This is an optimization exercise on Yosys and OpenROAD, whose aim is small area and a short achievable clock period, not a production implementation. In this exercise RTL edits were held to simulation tests only and were not proved equivalent to the original.

File: design.v
`timescale 1ns/1ps
module ir_pulse_timer (
  input  logic        clk_100_passthrough,
  input  logic        rst_n,
  input  logic        ir_line,
  output logic        pulse_edge,
  output logic        pulse_level,
  output logic [11:0] pulse_width,
  output logic [11:0] idle_width
);
  logic        sync_1;
  logic        sync_2;
  logic        line_d;
  logic [11:0] cnt;
  always_ff @(posedge clk_100_passthrough or negedge rst_n) begin
    if (!rst_n) begin
      sync_1      <= 1'b0;
      sync_2      <= 1'b0;
      line_d      <= 1'b0;
      cnt         <= '0;
      pulse_edge  <= 1'b0;
      pulse_level <= 1'b0;
      pulse_width <= '0;
    end else begin
      sync_1     <= ir_line;
      sync_2     <= sync_1;
      line_d     <= sync_2;
      pulse_edge <= sync_2 ^ line_d;
      if (sync_2 != line_d) begin
        pulse_level <= line_d;
        pulse_width <= cnt;
        cnt         <= 12'd1;
      end else if (cnt != 12'hfff) begin
        cnt <= cnt + 12'd1;
      end
    end
  end
  assign idle_width = cnt;
endmodule
`timescale 1ns/1ps
module ir_frame_fsm (
  input  logic        clk_100_passthrough,
  input  logic        rst_n,
  input  logic        pulse_edge,
  input  logic        pulse_level,
  input  logic [11:0] pulse_width,
  input  logic [11:0] idle_width,
  output logic        letter_valid,
  output logic [4:0]  letter,
  output logic        err_valid,
  output logic [1:0]  err_code
);
  localparam logic [11:0] start_mark_min = 12'd120;
  localparam logic [11:0] space_one_min  = 12'd40;
  localparam logic [11:0] space_max      = 12'd100;
  localparam logic [11:0] timeout_cycles = 12'd320;
  localparam logic [1:0] err_none    = 2'd0;
  localparam logic [1:0] err_timing  = 2'd1;
  localparam logic [1:0] err_timeout = 2'd2;
  localparam logic [1:0] err_range   = 2'd3;
  localparam logic [2:0] st_idle        = 3'd0;
  localparam logic [2:0] st_start_mark  = 3'd1;
  localparam logic [2:0] st_start_space = 3'd2;
  localparam logic [2:0] st_bit_mark    = 3'd3;
  localparam logic [2:0] st_bit_space   = 3'd4;
  localparam logic [2:0] st_stop_mark   = 3'd5;
  logic [2:0] state;
  logic [2:0] state_d;
  logic [2:0] bit_cnt;
  logic [2:0] bit_cnt_d;
  logic [4:0] shreg;
  logic [4:0] shreg_d;
  logic [4:0] code_d;
  logic       space_bit;
  logic       in_sync;
  logic       in_sync_d;
  logic       fire_letter;
  logic       fire_err;
  logic [1:0] err_d;
  always_comb begin
    state_d     = state;
    bit_cnt_d   = bit_cnt;
    shreg_d     = shreg;
    in_sync_d   = in_sync;
    fire_letter = 1'b0;
    fire_err    = 1'b0;
    err_d       = err_none;
    space_bit   = (pulse_width >= space_one_min);
    code_d      = {shreg[3:0], space_bit};
    if (state != st_idle && !pulse_edge && idle_width >= timeout_cycles) begin
      fire_err = 1'b1;
      err_d    = err_timeout;
    end else if (pulse_edge) begin
      case (state)
        st_idle: begin
          if (!pulse_level && (in_sync || pulse_width > space_max)) begin
            state_d   = st_start_mark;
            in_sync_d = 1'b1;
          end
        end
        st_start_mark: begin
          if (pulse_width >= start_mark_min) begin
            state_d = st_start_space;
          end else begin
            fire_err = 1'b1;
            err_d    = err_timing;
          end
        end
        st_start_space: begin
          if (pulse_width >= space_one_min && pulse_width <= space_max) begin
            state_d   = st_bit_mark;
            bit_cnt_d = '0;
          end else begin
            fire_err = 1'b1;
            err_d    = err_timing;
          end
        end
        st_bit_mark: begin
          if (pulse_width < space_one_min) begin
            state_d = st_bit_space;
          end else begin
            fire_err = 1'b1;
            err_d    = err_timing;
          end
        end
        st_bit_space: begin
          if (pulse_width > space_max) begin
            fire_err = 1'b1;
            err_d    = err_timing;
          end else begin
            shreg_d = code_d;
            if (bit_cnt == 3'd4) begin
              if (code_d > 5'd25) begin
                fire_err = 1'b1;
                err_d    = err_range;
              end else begin
                fire_letter = 1'b1;
                state_d     = st_stop_mark;
              end
            end else begin
              bit_cnt_d = bit_cnt + 3'd1;
              state_d   = st_bit_mark;
            end
          end
        end
        st_stop_mark: begin
          if (pulse_width < space_one_min) begin
            state_d = st_idle;
          end else begin
            fire_err = 1'b1;
            err_d    = err_timing;
          end
        end
        default: state_d = st_idle;
      endcase
    end
    if (fire_err) begin
      state_d   = st_idle;
      in_sync_d = 1'b0;
    end
  end
  always_ff @(posedge clk_100_passthrough or negedge rst_n) begin
    if (!rst_n) begin
      state        <= st_idle;
      bit_cnt      <= '0;
      in_sync      <= 1'b1;
      letter_valid <= 1'b0;
      err_valid    <= 1'b0;
      err_code     <= err_none;
    end else begin
      state        <= state_d;
      bit_cnt      <= bit_cnt_d;
      in_sync      <= in_sync_d;
      letter_valid <= fire_letter;
      err_valid    <= fire_err;
      err_code     <= err_d;
    end
  end
  always_ff @(posedge clk_100_passthrough) begin
    shreg <= shreg_d;
    if (fire_letter) begin
      letter <= code_d;
    end
  end
endmodule
`timescale 1ns/1ps
module enigma_rotor_core (
  input  logic        clk_100_passthrough,
  input  logic        rst_n,
  input  logic        rotor_load,
  input  logic [14:0] rotor_start,
  input  logic        letter_valid,
  input  logic [4:0]  letter,
  output logic        cipher_valid,
  output logic [4:0]  cipher_letter
);
  logic [4:0] pos0, pos1, pos2;
  logic [4:0] step0, step1, step2;
  logic [4:0] load0, load1, load2;
  logic       s1_valid;
  logic [4:0] s1_letter;
  logic [4:0] path;
  function automatic logic [4:0] rotor1_fwd(input logic [4:0] k);
    case (k)
      5'd0: rotor1_fwd = 5'd4;
      5'd1: rotor1_fwd = 5'd10;
      5'd2: rotor1_fwd = 5'd12;
      5'd3: rotor1_fwd = 5'd5;
      5'd4: rotor1_fwd = 5'd11;
      5'd5: rotor1_fwd = 5'd6;
      5'd6: rotor1_fwd = 5'd3;
      5'd7: rotor1_fwd = 5'd16;
      5'd8: rotor1_fwd = 5'd21;
      5'd9: rotor1_fwd = 5'd25;
      5'd10: rotor1_fwd = 5'd13;
      5'd11: rotor1_fwd = 5'd19;
      5'd12: rotor1_fwd = 5'd14;
      5'd13: rotor1_fwd = 5'd22;
      5'd14: rotor1_fwd = 5'd24;
      5'd15: rotor1_fwd = 5'd7;
      5'd16: rotor1_fwd = 5'd23;
      5'd17: rotor1_fwd = 5'd20;
      5'd18: rotor1_fwd = 5'd18;
      5'd19: rotor1_fwd = 5'd15;
      5'd20: rotor1_fwd = 5'd0;
      5'd21: rotor1_fwd = 5'd8;
      5'd22: rotor1_fwd = 5'd1;
      5'd23: rotor1_fwd = 5'd17;
      5'd24: rotor1_fwd = 5'd2;
      5'd25: rotor1_fwd = 5'd9;
      default: rotor1_fwd = 5'd0;
    endcase
  endfunction
  function automatic logic [4:0] rotor2_fwd(input logic [4:0] k);
    case (k)
      5'd0: rotor2_fwd = 5'd0;
      5'd1: rotor2_fwd = 5'd9;
      5'd2: rotor2_fwd = 5'd3;
      5'd3: rotor2_fwd = 5'd10;
      5'd4: rotor2_fwd = 5'd18;
      5'd5: rotor2_fwd = 5'd8;
      5'd6: rotor2_fwd = 5'd17;
      5'd7: rotor2_fwd = 5'd20;
      5'd8: rotor2_fwd = 5'd23;
      5'd9: rotor2_fwd = 5'd1;
      5'd10: rotor2_fwd = 5'd11;
      5'd11: rotor2_fwd = 5'd7;
      5'd12: rotor2_fwd = 5'd22;
      5'd13: rotor2_fwd = 5'd19;
      5'd14: rotor2_fwd = 5'd12;
      5'd15: rotor2_fwd = 5'd2;
      5'd16: rotor2_fwd = 5'd16;
      5'd17: rotor2_fwd = 5'd6;
      5'd18: rotor2_fwd = 5'd25;
      5'd19: rotor2_fwd = 5'd13;
      5'd20: rotor2_fwd = 5'd15;
      5'd21: rotor2_fwd = 5'd24;
      5'd22: rotor2_fwd = 5'd5;
      5'd23: rotor2_fwd = 5'd21;
      5'd24: rotor2_fwd = 5'd14;
      5'd25: rotor2_fwd = 5'd4;
      default: rotor2_fwd = 5'd0;
    endcase
  endfunction
  function automatic logic [4:0] rotor3_fwd(input logic [4:0] k);
    case (k)
      5'd0: rotor3_fwd = 5'd1;
      5'd1: rotor3_fwd = 5'd3;
      5'd2: rotor3_fwd = 5'd5;
      5'd3: rotor3_fwd = 5'd7;
      5'd4: rotor3_fwd = 5'd9;
      5'd5: rotor3_fwd = 5'd11;
      5'd6: rotor3_fwd = 5'd2;
      5'd7: rotor3_fwd = 5'd15;
      5'd8: rotor3_fwd = 5'd17;
      5'd9: rotor3_fwd = 5'd19;
      5'd10: rotor3_fwd = 5'd23;
      5'd11: rotor3_fwd = 5'd21;
      5'd12: rotor3_fwd = 5'd25;
      5'd13: rotor3_fwd = 5'd13;
      5'd14: rotor3_fwd = 5'd24;
      5'd15: rotor3_fwd = 5'd4;
      5'd16: rotor3_fwd = 5'd8;
      5'd17: rotor3_fwd = 5'd22;
      5'd18: rotor3_fwd = 5'd6;
      5'd19: rotor3_fwd = 5'd0;
      5'd20: rotor3_fwd = 5'd10;
      5'd21: rotor3_fwd = 5'd12;
      5'd22: rotor3_fwd = 5'd20;
      5'd23: rotor3_fwd = 5'd18;
      5'd24: rotor3_fwd = 5'd16;
      5'd25: rotor3_fwd = 5'd14;
      default: rotor3_fwd = 5'd0;
    endcase
  endfunction
  function automatic logic [4:0] rotor1_inv(input logic [4:0] k);
    case (k)
      5'd0: rotor1_inv = 5'd20;
      5'd1: rotor1_inv = 5'd22;
      5'd2: rotor1_inv = 5'd24;
      5'd3: rotor1_inv = 5'd6;
      5'd4: rotor1_inv = 5'd0;
      5'd5: rotor1_inv = 5'd3;
      5'd6: rotor1_inv = 5'd5;
      5'd7: rotor1_inv = 5'd15;
      5'd8: rotor1_inv = 5'd21;
      5'd9: rotor1_inv = 5'd25;
      5'd10: rotor1_inv = 5'd1;
      5'd11: rotor1_inv = 5'd4;
      5'd12: rotor1_inv = 5'd2;
      5'd13: rotor1_inv = 5'd10;
      5'd14: rotor1_inv = 5'd12;
      5'd15: rotor1_inv = 5'd19;
      5'd16: rotor1_inv = 5'd7;
      5'd17: rotor1_inv = 5'd23;
      5'd18: rotor1_inv = 5'd18;
      5'd19: rotor1_inv = 5'd11;
      5'd20: rotor1_inv = 5'd17;
      5'd21: rotor1_inv = 5'd8;
      5'd22: rotor1_inv = 5'd13;
      5'd23: rotor1_inv = 5'd16;
      5'd24: rotor1_inv = 5'd14;
      5'd25: rotor1_inv = 5'd9;
      default: rotor1_inv = 5'd0;
    endcase
  endfunction
  function automatic logic [4:0] rotor2_inv(input logic [4:0] k);
    case (k)
      5'd0: rotor2_inv = 5'd0;
      5'd1: rotor2_inv = 5'd9;
      5'd2: rotor2_inv = 5'd15;
      5'd3: rotor2_inv = 5'd2;
      5'd4: rotor2_inv = 5'd25;
      5'd5: rotor2_inv = 5'd22;
      5'd6: rotor2_inv = 5'd17;
      5'd7: rotor2_inv = 5'd11;
      5'd8: rotor2_inv = 5'd5;
      5'd9: rotor2_inv = 5'd1;
      5'd10: rotor2_inv = 5'd3;
      5'd11: rotor2_inv = 5'd10;
      5'd12: rotor2_inv = 5'd14;
      5'd13: rotor2_inv = 5'd19;
      5'd14: rotor2_inv = 5'd24;
      5'd15: rotor2_inv = 5'd20;
      5'd16: rotor2_inv = 5'd16;
      5'd17: rotor2_inv = 5'd6;
      5'd18: rotor2_inv = 5'd4;
      5'd19: rotor2_inv = 5'd13;
      5'd20: rotor2_inv = 5'd7;
      5'd21: rotor2_inv = 5'd23;
      5'd22: rotor2_inv = 5'd12;
      5'd23: rotor2_inv = 5'd8;
      5'd24: rotor2_inv = 5'd21;
      5'd25: rotor2_inv = 5'd18;
      default: rotor2_inv = 5'd0;
    endcase
  endfunction
  function automatic logic [4:0] rotor3_inv(input logic [4:0] k);
    case (k)
      5'd0: rotor3_inv = 5'd19;
      5'd1: rotor3_inv = 5'd0;
      5'd2: rotor3_inv = 5'd6;
      5'd3: rotor3_inv = 5'd1;
      5'd4: rotor3_inv = 5'd15;
      5'd5: rotor3_inv = 5'd2;
      5'd6: rotor3_inv = 5'd18;
      5'd7: rotor3_inv = 5'd3;
      5'd8: rotor3_inv = 5'd16;
      5'd9: rotor3_inv = 5'd4;
      5'd10: rotor3_inv = 5'd20;
      5'd11: rotor3_inv = 5'd5;
      5'd12: rotor3_inv = 5'd21;
      5'd13: rotor3_inv = 5'd13;
      5'd14: rotor3_inv = 5'd25;
      5'd15: rotor3_inv = 5'd7;
      5'd16: rotor3_inv = 5'd24;
      5'd17: rotor3_inv = 5'd8;
      5'd18: rotor3_inv = 5'd23;
      5'd19: rotor3_inv = 5'd9;
      5'd20: rotor3_inv = 5'd22;
      5'd21: rotor3_inv = 5'd11;
      5'd22: rotor3_inv = 5'd17;
      5'd23: rotor3_inv = 5'd10;
      5'd24: rotor3_inv = 5'd14;
      5'd25: rotor3_inv = 5'd12;
      default: rotor3_inv = 5'd0;
    endcase
  endfunction
  function automatic logic [4:0] reflector_b(input logic [4:0] k);
    case (k)
      5'd0: reflector_b = 5'd24;
      5'd1: reflector_b = 5'd17;
      5'd2: reflector_b = 5'd20;
      5'd3: reflector_b = 5'd7;
      5'd4: reflector_b = 5'd16;
      5'd5: reflector_b = 5'd18;
      5'd6: reflector_b = 5'd11;
      5'd7: reflector_b = 5'd3;
      5'd8: reflector_b = 5'd15;
      5'd9: reflector_b = 5'd23;
      5'd10: reflector_b = 5'd13;
      5'd11: reflector_b = 5'd6;
      5'd12: reflector_b = 5'd14;
      5'd13: reflector_b = 5'd10;
      5'd14: reflector_b = 5'd12;
      5'd15: reflector_b = 5'd8;
      5'd16: reflector_b = 5'd4;
      5'd17: reflector_b = 5'd1;
      5'd18: reflector_b = 5'd5;
      5'd19: reflector_b = 5'd25;
      5'd20: reflector_b = 5'd2;
      5'd21: reflector_b = 5'd22;
      5'd22: reflector_b = 5'd21;
      5'd23: reflector_b = 5'd9;
      5'd24: reflector_b = 5'd0;
      5'd25: reflector_b = 5'd19;
      default: reflector_b = 5'd0;
    endcase
  endfunction
  function automatic logic [4:0] add26(input logic [4:0] a, input logic [4:0] b);
    logic [5:0] s;
    s = {1'b0, a} + {1'b0, b};
    if (s >= 6'd26) begin
      s = s - 6'd26;
    end
    add26 = s[4:0];
  endfunction
  function automatic logic [4:0] sub26(input logic [4:0] a, input logic [4:0] b);
    logic [5:0] d;
    if (a >= b) begin
      d = {1'b0, a} - {1'b0, b};
    end else begin
      d = {1'b0, a} + 6'd26 - {1'b0, b};
    end
    sub26 = d[4:0];
  endfunction
  always_comb begin
    step0 = add26(pos0, 5'd1);
    step1 = pos1;
    step2 = pos2;
    if (pos0 == 5'd21) begin
      step1 = add26(pos1, 5'd1);
      if (pos1 == 5'd4) begin
        step2 = add26(pos2, 5'd1);
      end
    end
  end
  always_comb begin
    load0 = (rotor_start[4:0]   > 5'd25) ? 5'd0 : rotor_start[4:0];
    load1 = (rotor_start[9:5]   > 5'd25) ? 5'd0 : rotor_start[9:5];
    load2 = (rotor_start[14:10] > 5'd25) ? 5'd0 : rotor_start[14:10];
  end
  always_comb begin
    path = s1_letter;
    path = sub26(rotor3_fwd(add26(path, pos0)), pos0);
    path = sub26(rotor2_fwd(add26(path, pos1)), pos1);
    path = sub26(rotor1_fwd(add26(path, pos2)), pos2);
    path = reflector_b(path);
    path = sub26(rotor1_inv(add26(path, pos2)), pos2);
    path = sub26(rotor2_inv(add26(path, pos1)), pos1);
    path = sub26(rotor3_inv(add26(path, pos0)), pos0);
  end
  always_ff @(posedge clk_100_passthrough or negedge rst_n) begin
    if (!rst_n) begin
      pos0         <= 5'd0;
      pos1         <= 5'd0;
      pos2         <= 5'd0;
      s1_valid     <= 1'b0;
      cipher_valid <= 1'b0;
    end else begin
      cipher_valid <= s1_valid;
      if (rotor_load) begin
        pos0     <= load0;
        pos1     <= load1;
        pos2     <= load2;
        s1_valid <= 1'b0;
      end else if (letter_valid) begin
        pos0     <= step0;
        pos1     <= step1;
        pos2     <= step2;
        s1_valid <= 1'b1;
      end else begin
        s1_valid <= 1'b0;
      end
    end
  end
  always_ff @(posedge clk_100_passthrough) begin
    if (letter_valid) begin
      s1_letter <= letter;
    end
    if (s1_valid) begin
      cipher_letter <= path;
    end
  end
endmodule
`timescale 1ns/1ps
module letter_buffer (
  input  logic        clk_100_passthrough,
  input  logic        rst_n,
  input  logic        cipher_valid,
  input  logic [4:0]  cipher_letter,
  input  logic [9:0]  rd_addr,
  output logic [4:0]  rd_data,
  output logic [10:0] letter_count
);
  logic [4:0] mem [0:255];
  logic [7:0] wr_addr;
  assign wr_addr = letter_count[7:0];
  always_ff @(posedge clk_100_passthrough) begin
    if (cipher_valid) begin
      mem[wr_addr] <= cipher_letter;
    end
    rd_data <= mem[rd_addr[7:0]];
  end
  always_ff @(posedge clk_100_passthrough or negedge rst_n) begin
    if (!rst_n) begin
      letter_count <= '0;
    end else if (cipher_valid) begin
      if (letter_count == 11'd255) begin
        letter_count <= '0;
      end else begin
        letter_count <= letter_count + 11'd1;
      end
    end
  end
endmodule
`timescale 1ns/1ps
module enigma_ir_top (
  input  logic        clk_100_passthrough,
  input  logic        rst_n,
  input  logic        ir_line,
  input  logic        rotor_load,
  input  logic [14:0] rotor_start,
  input  logic [9:0]  rd_addr,
  output logic        cipher_valid,
  output logic [4:0]  cipher_letter,
  output logic        err_valid,
  output logic [1:0]  err_code,
  output logic [10:0] letter_count,
  output logic [4:0]  rd_data
);
  logic        pulse_edge;
  logic        pulse_level;
  logic [11:0] pulse_width;
  logic [11:0] idle_width;
  logic        letter_valid;
  logic [4:0]  letter;
  ir_pulse_timer u_timer (
    .clk_100_passthrough (clk_100_passthrough),
    .rst_n               (rst_n),
    .ir_line             (ir_line),
    .pulse_edge          (pulse_edge),
    .pulse_level         (pulse_level),
    .pulse_width         (pulse_width),
    .idle_width          (idle_width)
  );
  ir_frame_fsm u_frame (
    .clk_100_passthrough (clk_100_passthrough),
    .rst_n               (rst_n),
    .pulse_edge          (pulse_edge),
    .pulse_level         (pulse_level),
    .pulse_width         (pulse_width),
    .idle_width          (idle_width),
    .letter_valid        (letter_valid),
    .letter              (letter),
    .err_valid           (err_valid),
    .err_code            (err_code)
  );
  enigma_rotor_core u_core (
    .clk_100_passthrough (clk_100_passthrough),
    .rst_n               (rst_n),
    .rotor_load          (rotor_load),
    .rotor_start         (rotor_start),
    .letter_valid        (letter_valid),
    .letter              (letter),
    .cipher_valid        (cipher_valid),
    .cipher_letter       (cipher_letter)
  );
  letter_buffer u_buffer (
    .clk_100_passthrough (clk_100_passthrough),
    .rst_n               (rst_n),
    .cipher_valid        (cipher_valid),
    .cipher_letter       (cipher_letter),
    .rd_addr             (rd_addr),
    .rd_data             (rd_data),
    .letter_count        (letter_count)
  );
endmodule
File: run.sh
#!/bin/bash
# synth_recipe.tcl (not shown) runs the flow's synth.tcl, then flattens the netlist and writes it again
# the make line also repeats each setting of config.mk as NAME=value (left out here)
make -C /OpenROAD-flow-scripts/flow DESIGN_CONFIG=/design/flow/config.mk WORK_HOME=/design/flow/orfs CLKGATE_MAP_FILE= SYNTH_SCRIPT=/design/flow/synth_recipe.tcl finish
File: config.mk
export PLATFORM = sky130hd
export DESIGN_NAME = enigma_ir_top
export DESIGN_NICKNAME = enigma_ir_top
export VERILOG_FILES = /design/flow/design.v
export SDC_FILE = /design/flow/constraint.sdc
export NUM_CORES = 4
export LEC_CHECK = 0
export CAP_MARGIN = 20
export CORE_MARGIN = 2
export CORE_UTILIZATION = 40
export SLEW_MARGIN = 20
export SYNTH_MEMORY_MAX_BITS = 8192
File: constraint.sdc
create_clock -name core_clock -period 27.0 [get_ports {clk_100_passthrough}]
set_input_delay 5.4000 -clock core_clock [delete_from_list [all_inputs] [get_ports {clk_100_passthrough}]]
set_output_delay 5.4000 -clock core_clock [all_outputs]
set_load 0.01 [all_outputs]
==> summary.txt <==
[layout make-up]
cell class                      count  area, um^2  area share (%)
Inverter                          119         447           0.653
Sequential cell                  1372       40800            59.7
Clock buffer                      169        3620            5.30
Multi-Input combinational cell   1769       18900            27.7
Tap cell                         2030        2540            3.71
Timing Repair Buffer              152        1330            1.95
Clock inverter                     77         721            1.05
[routing by layer]
layer | routed length, um | vias to the layer above | share of wire, % | track usage [%]
li1 | - | 13900 | - | -
met1 | 60100 | 16400 | 44 | 24.9
met2 | 66400 | 867 | 48 | 28.4
met3 | 8660 | 180 | 6.3 | 3.16
met4 | 2750 | 6 | 2.0 | 4.65
met5 | 37 | - | 0.027 | 0
[sequential cells by signal, indices dropped and copies added, names as in the netlist, 11 cells and up]
name,count
u_buffer.mem,1280
u_buffer.letter_count,11
u_timer.cnt,12
u_timer.pulse_width,12
[critical path: cells and delay by family, from the launching register on]
family | cells | cell delay [ns]
compound gates | 47 | 8.25
fa+ha+maj | 22 | 6.67
simple gates | 18 | 2.98
xor+xnor | 14 | 2.77
mux | 9 | 1.97
buf+inv | 16 | 1.76
flops | 1 | 0.40
[through the flow]
stage / util (%) / setup WS (ns)
after floorplan: - / 2.82
after global placement: 42.1 / 0.308
after detailed placement: 42.1 / 0.349
after CTS: 45.0 / 0.128
after global routing: 45.2 / -0.0495
final: 45.2 / 1.93
[logic make-up (layout without fill, tap and decap cells)]
logic type / Yosys count / after routing
AOI/OAI and AO/OA: 380 / 380
xor gates and xnor gates: 88 / 88
adders and majority gates: 192 / 192
buffers and inverters: 287 / 517
DFF: 1372 / 1372
muxes: 494 / 494
and+or+nand+nor: 615 / 615
[path summary, 6_finish.rpt]
kind,start,end,cells past startpoint
worst max-delay path,u_core.pos0[0],u_core.cipher_letter[4],126
worst max register to register,u_core.pos0[0],u_core.cipher_letter[4],126
max in group asynchronous,rst_n,u_buffer.letter_count[2],2
worst min register to register,u_timer.sync_1,u_timer.sync_2,0
min in group asynchronous,rst_n,u_timer.sync_2,1
worst min-delay path,u_timer.sync_1,u_timer.sync_2,0
[synthesized netlist by cell type (all sizes together), types with 15 or more instances]
library cell | n | area, um^2
edfxtp | 1299 | 39000
mux4 | 400 | 9010
nor2 | 325 | 1220
ha | 168 | 2100
inv | 119 | 447
clkbuf | 105 | 394
nand2 | 101 | 379
a21oi | 71 | 359
dfrtp | 67 | 1680
o21ai | 64 | 320
buf | 63 | 370
mux2i | 57 | 574
xnor2 | 54 | 473
nand3 | 51 | 255
mux2 | 37 | 417
a22oi | 34 | 260
xor2 | 34 | 305
nor3 | 26 | 130
fa | 24 | 480
nor2b | 20 | 125
a21o | 19 | 143
a31oi | 19 | 119
nand2b | 17 | 106
o21a | 17 | 128
a211oi | 16 | 135
a22o | 15 | 131
or3 | 15 | 93.8
[timing repair]
item                       CTS  global route
hold endpoints to repair     0             0
gates resized for setup      0            38
buffers inserted             0             9
setup endpoints to repair    0             5
==> summary.txt <==
Outcome
  – Outcome: complete, no violations

Placement
  – DP Area: ~0.064 mm^2
  – GPL Wtd Cong: about 0.8
  – Final HPWL DP: approximately 87,000 um
  – Placed cells: between 5,000 and 6,000
  – Input/output buffers: 51

Global route
  – Antenna violations before repair: 5
  – GR Util All Layers: between 10% and 20%
  – First-pass GRT wire length: roughly 210,000 um
  – Grt total ovfl: 0
  – Vias in the first global route: 31,800
  – Largest net degree at the start of global routing: approximately 240

Setup path
  – Reg2reg setup slack: between 1.5 and 2 ns
  – Max incr delay on CP: ~0.43 ns
  – CP Max Fanout: 6
  – Crit path top cell by count: ha_1
  – Critical path class: flip-flop to flip-flop
  – Required @ worst endpoint: 27.49 ns
  – Worst Path Arrival: 25.56 ns
  – Slowest-stage cell, CP: fa_1
  – Crit end category: flip-flop
  – Startpoint Class: flip-flop

Floorplanning
  – Io pins: 54
  – Die Y-Extent: 394 um
  – FP Rows: about 140
  – Initial Utilization: between 40 and 50%
  – Core area: approximately 0.15 mm^2
  – Die Area: ~0.15 mm^2
  – DIE WIDTH: ~390 um

Drt
  – DRC: 0
  – ANT nets after route: 0
  – Via count: between 30,000 and 40,000
  – DR WL/cell: between 20 and 25 um
  – Number of detailed-route iterations in the first pass: 6
  – Initial DRC Count: approximately 3,100
  – WL final: roughly 140,000 um
  – Vias per std cell: ~5.5

CTS
  – Clock transition at path regs: roughly 0.06 ns
  – Worst skew pair latency: 0.76 ns
  – CTS tree: yes
  – CTS Buf Count: approximately 140
  – Htree depth: 4
  – Root Driver: clkbuf_16
  – Clock sinks: approximately 1,400
  – Clock buffer depth: 3
  – # hold bufs at CTS: 0

STA
  – Achievable Freq: around 40 MHz
  – Tcrit/Tclk final: between 90 and 100%
  – Final hold vios: 0
  – Final worst path period need: roughly 25 ns
  – Slew Viols, Final: 0
  – Worst-margin pin slew: ~1.1 ns
  – Final Setup Violations: 0
  – Max-slew headroom: roughly a quarter
  – WHS: between 0.3 and 0.4 ns
  – Fin Clk Skew: 0.0353 ns
  – Sum Neg Setup Slack: 0 ns

Synth
  – Simple-gate share of the synthesized area: 4.47%
  – Synth Instances: roughly 3,400
  – Synth Warn #: 4
  – Post-Synthesis Cell Area: approximately 0.06 mm^2
  – Largest family of logic cells by synthesized area: multiplexers
  – Post-synthesis compound-gate area fraction: 4.35%
  – Ys flop type: edfxtp_1
  – Distinct cells, synth: between 70 and 80
  – Sequential share of the synthesized area: between 60% and 70%
  – Synth Area in Adders: under 10%
  – #FFs+latches synth: 1,372
  – Asr flop ratio synth: 4.96%
  – Post-synthesis xor/xnor area fraction: under 10%
  – Post-Syn Area per Cell: about 18 um^2
  – Post-synth EDFFs: between 1,000 and 1,500
  – Post-synthesis mux area share: 16.5%
  – Syn_nets: ~3,600

Worst hold path
  – HP Class: flip-flop to flip-flop

Job
  – Max Cap Viol: 0

Cells and area
  – P&R area growth vs syn: 12.6%
  – Commonest non-fill, non-tap cells in the layout: edfxtp_1, mux4_2, nor2_1, ha_1, clkbuf_16
  – Commonest non-fill, non-tap cell in the layout: edfxtp_1
  – Finished layout cell area: between 0.06 and 0.07 mm^2
  – Layout cells sized above 1: a little over a fifth
  – Ant diodes: 0
  – Nets: about 3,800
  – Fillers: ~13,000
  – Final Non-Filler Cells: between 5,000 and 6,000

## afterwards: timing with drivers on the ports
No port has a modelled driver above. Below, the same layout with a new extraction and two added sets of constraints. Step 1 sets driving cells, clkbuf_16 on the clock port and buf_2 on the other inputs (assumed; they add their load-dependent delay and slew). Step 2, shift: input delay + t, output delay - t, t = (earliest + latest rising clock arrival at the registers) / 2. This alone moves slack from input paths to output paths. Three values: ideal ports, drivers, drivers and shift; two values: the first two.
t, ns: 0.812
setup slack, ns: 1.930 / 1.930 / 1.930
hold WS [ns]: 0.355 / 0.355 / 0.355
worst register clock-pin slew, ns: 0.07 / 0.07
After both steps this run still meets setup and hold. The setup slack of this run moves by 0.000 ns with the drivers and by 0.000 ns with both steps.
